Source: an optimization exercise on an open RTL-to-GDS flow (aim: small area and a short achievable clock period). Production flows keep margins and buffers that such runs may drop.
In this exercise RTL edits were held to simulation tests only and were not proved equivalent to the original.

==> quartz: inputs <==
==> flow/design.v (excerpt) <==
module scope_top (
  input  logic       clk_AD,
  input  logic       reset,
  input  logic [7:0] data_in,
  input  logic       trigger,
  input  logic       wb_cyc,
  input  logic       wb_stb,
  input  logic [9:0] wb_adr,
  output logic       wb_ack,
  output logic [7:0] wb_dat,
  output logic       capturing,
  output logic [3:0] vopp_hundreds,
  output logic [3:0] vopp_tens,
  output logic [3:0] vopp_units
);
Settings: LEC_CHECK=0, ABC_CLOCK_PERIOD_IN_PS=2500, CAP_MARGIN=20, CORE_MARGIN=2, CORE_UTILIZATION=65, CTS_CLUSTER_DIAMETER=100, CTS_CLUSTER_SIZE=25, SETUP_SLACK_MARGIN=3.0, SLEW_MARGIN=20, SYNTH_MEMORY_MAX_BITS=8192; clock period 5.8 ns.
run.sh (not shown) runs the stock make flow with config.mk's settings and CLKGATE_MAP_FILE= SYNTH_SCRIPT=/design/flow/synth_recipe.tcl, a recipe that flattens the netlist after the stock synthesis.
==> lagoon: changes against quartz <==
--- a/flow/design.v
+++ b/flow/design.v
@@ -82,12 +82,11 @@
   logic [7:0] pd [4];     
   logic       m0_r;       
   logic       live0_r;    
   logic [3:1] mp_r;       
   logic       pend_r;     
-  logic [9:0] bank_hi_r;  
-  logic [15:0] bank_lo_r;  
+  logic [7:0] bank_r;     
   logic [1:0] st_r;       
   logic [3:1] mp_n;
   logic [7:0] bank_n;
   logic [1:0] st_n;
   assign pa[0] = wr_adr;
@@ -127,20 +126,19 @@
     pd[3]   <= pd[2];
     m0_r    <= cap_n && (wr_adr_n[1:0] == ph_n);
     live0_r <= cap_n && (wr_adr_n[1:0] == ph_n) && (wr_adr_n[9:2] == 8'd0);
     mp_r    <= mp_n;
     pend_r  <= |mp_n;
-    for (int i = 0; i < 10; i++) bank_hi_r[i] <= (bank_n[7:4] == 4'(i));
-    for (int i = 0; i < 16; i++) bank_lo_r[i] <= (bank_n[3:0] == 4'(i));
+    bank_r  <= bank_n;
     st_r    <= st_n;
   end
   logic       ins_en;
-  logic [9:0] ins_hi;     
+  logic [7:0] ins_bank;
   logic [7:0] ins_dat;
   logic       live0;      
   assign ins_en   = pend_r || m[0];
-  assign ins_hi   = bank_hi_r & {10{ins_en}};
+  assign ins_bank = bank_r;
   assign live0    = live0_r && !reset;
   always_comb begin
     if (!pend_r) begin
       ins_dat = pd[0];
     end else if (st_r == 2'd3) begin
@@ -158,14 +156,14 @@
     logic [7:0] p2;
     logic [7:0] p3;
     logic       sel;
     logic [7:0] din;
     if (b == 0) begin : g_live
-      assign sel = live0 || (ins_hi[b / 16] && bank_lo_r[b % 16]);
+      assign sel = live0 || (ins_en && (ins_bank == 8'(b)));
       assign din = live0 ? pd[0] : ins_dat;
     end else begin : g_shared
-      assign sel = ins_hi[b / 16] && bank_lo_r[b % 16];
+      assign sel = ins_en && (ins_bank == 8'(b));
       assign din = ins_dat;
     end
     always_ff @(posedge clk_AD) begin
       p0 <= p1;
       p1 <= p2;
@@ -175,24 +173,21 @@
     assign words[4*b]   = p0;
     assign words[4*b+1] = p1;
     assign words[4*b+2] = p2;
     assign words[4*b+3] = p3;
   end
-  localparam int NG = 2;
-  logic [7:0] tr [4][NG][128];
-  logic [7:0] rd_pl [4][NG];   
+  logic [7:0] tr [4][256];
+  logic [7:0] rd_pl [4];   
   always_comb begin
     for (int i = 0; i < 4; i++) begin
-      for (int g = 0; g < NG; g++) begin
-        for (int b = 0; b < 128; b++) tr[i][g][b] = (128 * g + b < NB) ? words[4*(128*g+b)+i] : '0;
-        for (int l = 0; l < 7; l++) begin
-          for (int b = 0; b < (128 >> (l + 1)); b++) begin
-            tr[i][g][b] = wb_adr[2+l] ? tr[i][g][2*b+1] : tr[i][g][2*b];
-          end
+      for (int b = 0; b < 256; b++) tr[i][b] = (b < NB) ? words[4*b+i] : '0;
+      for (int l = 0; l < 8; l++) begin
+        for (int b = 0; b < (256 >> (l + 1)); b++) begin
+          tr[i][b] = wb_adr[2+l] ? tr[i][2*b+1] : tr[i][2*b];
         end
-        rd_pl[i][g] = tr[i][g][0];
       end
+      rd_pl[i] = tr[i][0];
     end
   end
   logic       rd_req;
   logic [3:1] rd_hit;
   assign rd_req = wb_cyc && wb_stb && !wb_ack;
@@ -204,17 +199,13 @@
       wb_ack <= 1'b0;
     end else begin
       wb_ack <= rd_req;
     end
   end
-  logic [7:0] rd_q [4][NG];
-  logic [7:0] rd_hit_d;
+  logic [7:0] rd_q [4];
   logic [1:0] rd_pos;
-  logic       any_hit;
   logic [7:0] hit_dat;
-  assign rd_pos  = wb_adr[1:0] - ph;
-  assign any_hit = |rd_hit;
   always_comb begin
     if (rd_hit[1]) begin
       hit_dat = pd[1];
     end else if (rd_hit[2]) begin
       hit_dat = pd[2];
@@ -222,57 +213,32 @@
       hit_dat = pd[3];
     end
   end
   always_ff @(posedge clk_AD) begin
     for (int i = 0; i < 4; i++) begin
-      for (int g = 0; g < NG; g++) begin
-        rd_q[i][g] <= (!any_hit && (rd_pos == 2'(i)) && (wb_adr[9] == 1'(g))) ? rd_pl[i][g] : '0;
-      end
-    end
-    rd_hit_d <= any_hit ? hit_dat : '0;
-  end
-  always_comb begin
-    wb_dat = rd_hit_d;
-    for (int i = 0; i < 4; i++) begin
-      for (int g = 0; g < NG; g++) begin
-        wb_dat = wb_dat | rd_q[i][g];
-      end
+      rd_q[i] <= (|rd_hit) ? hit_dat : rd_pl[i];
     end
+    rd_pos <= wb_adr[1:0] - ph;
   end
+  assign wb_dat = rd_q[rd_pos];
   logic [7:0] max_reg;
   logic [7:0] min_reg;
   logic [7:0] max_nxt;
   logic [7:0] min_nxt;
   logic [7:0] vopp;
-  logic [8:0] up;       
-  logic [8:0] down;     
-  logic       above;    
-  logic       below;    
-  logic [7:0] span;     
   always_comb begin
-    up      = {1'b0, data_in} - {1'b0, min_reg};
-    down    = {1'b0, max_reg} - {1'b0, data_in};
-    above   = down[8];
-    below   = up[8];
-    max_nxt = above ? data_in : max_reg;
-    min_nxt = below ? data_in : min_reg;
-    if (above) begin
-      span = up[7:0];
-    end else if (below) begin
-      span = down[7:0];
-    end else begin
-      span = max_reg - min_reg;
-    end
+    max_nxt = (data_in > max_reg) ? data_in : max_reg;
+    min_nxt = (data_in < min_reg) ? data_in : min_reg;
   end
   always_ff @(posedge clk_AD) begin
     if (reset) begin
       max_reg <= SEED_LEVEL;
       min_reg <= SEED_LEVEL;
       vopp    <= '0;
     end else if (capturing) begin
       if (last_wr) begin
-        vopp    <= span;
+        vopp    <= max_nxt - min_nxt;
         max_reg <= SEED_LEVEL;
         min_reg <= SEED_LEVEL;
       end else begin
         max_reg <= max_nxt;
         min_reg <= min_nxt;
Settings changed: CAP_MARGIN 20 to 5, SLEW_MARGIN 20 to 5.
==> maple: changes against quartz <==
Settings changed: ABC_CLOCK_PERIOD_IN_PS 2500 to 2000, SETUP_SLACK_MARGIN 3.0 to 3.5.
==> impl_metrics.ini <==
[outcome]
status = finished clean

[detailed_routing]
routed_wirelength_um = 472000
dr.pass1.iters = 7
wl_met2_um = 212000
via_count = 99600

[yosys]
synth_xor_area_frac = 0.00338
syn_area_um2 = 166000
yosys.area_share.simple = 0.0487

[setup_path]
cp_max_fo = 1
reg2reg_slack_ns = 3.26

[clocking]
cts_made_buffers = 231

[layout]
syn2layout_area_growth_pct = 13.2
buffer_area_frac = 0.0550

[floorplan]
dieArea_um2 = 259000

[global_routing]
grt_pass1_vias = 99100
met1_usage = 0.514
(the above is from maple)
==> impl_metrics.ini <==
[clocking]
cts_root_buf = clkbuf_16
cts_made_buffers = 230

[setup_path]
cp_max_fo = 7
reg2reg_slack_ns = 2.75

[detailed_routing]
dr.pass1.iters = 7
wl_met2_um = 196000
routed_wirelength_um = 425000

[yosys]
synth_top_area_cell = dfxtp_1
syn_area_um2 = 164000
yosys.area_share.simple = 0.0454
synth_xor_area_frac = 0.00304

[layout]
syn2layout_area_growth_pct = 9.57
multi_input_area_share = 0.317
buffer_area_frac = 0.0360

[outcome]
status = finished clean

[floorplan]
dieArea_um2 = 257000

[power_and_ir_drop]
comb_power_mw = 2.81
(the above is from lagoon)
==> impl_metrics.ini <==
[outcome]
status = finished clean

[detailed_routing]
routed_wirelength_um = 451000
dr.pass1.iters = 6
via_count = 96800

[clocking]
cts_made_buffers = 232

[yosys]
synth_xor_area_frac = 0.00338
syn_area_um2 = 166000

[global_routing]
met1_usage = 0.492
(the above is from quartz)

-- port drivers added, routing unchanged --
In the flow no input, the clock included, has a driving cell. The finished layouts below were timed again as built, in two steps.
Step 1: set_driving_cell puts a clkbuf_16 on clk_AD and a buf_2 on each other input, an assumption about the parent block.
Step 2 times the ports against the registers' clock, not the clock port: input delays grow and output delays shrink by t, the midpoint of the rising clock arrivals with the driver on.
Three values: ideal ports, drivers, drivers and shift; two values: the first two.
run | t (ns) | slack for setup (ns) | worst setup path at the end | worst register clock-pin slew, ns
quartz | 1.034 | 2.572 / 2.453 / 1.473 | input to register | 0.10 / 0.10
lagoon | 1.018 | 2.216 / 2.035 / 1.017 | input to register | 0.10 / 0.10
maple | 1.006 | 2.750 / 2.257 / 1.251 | input to register | 0.10 / 0.10
After both steps setup and hold are still met in every run listed. The setup slack of maple, which loses most, moves by -0.493 ns with the drivers and by -1.499 ns with both steps.
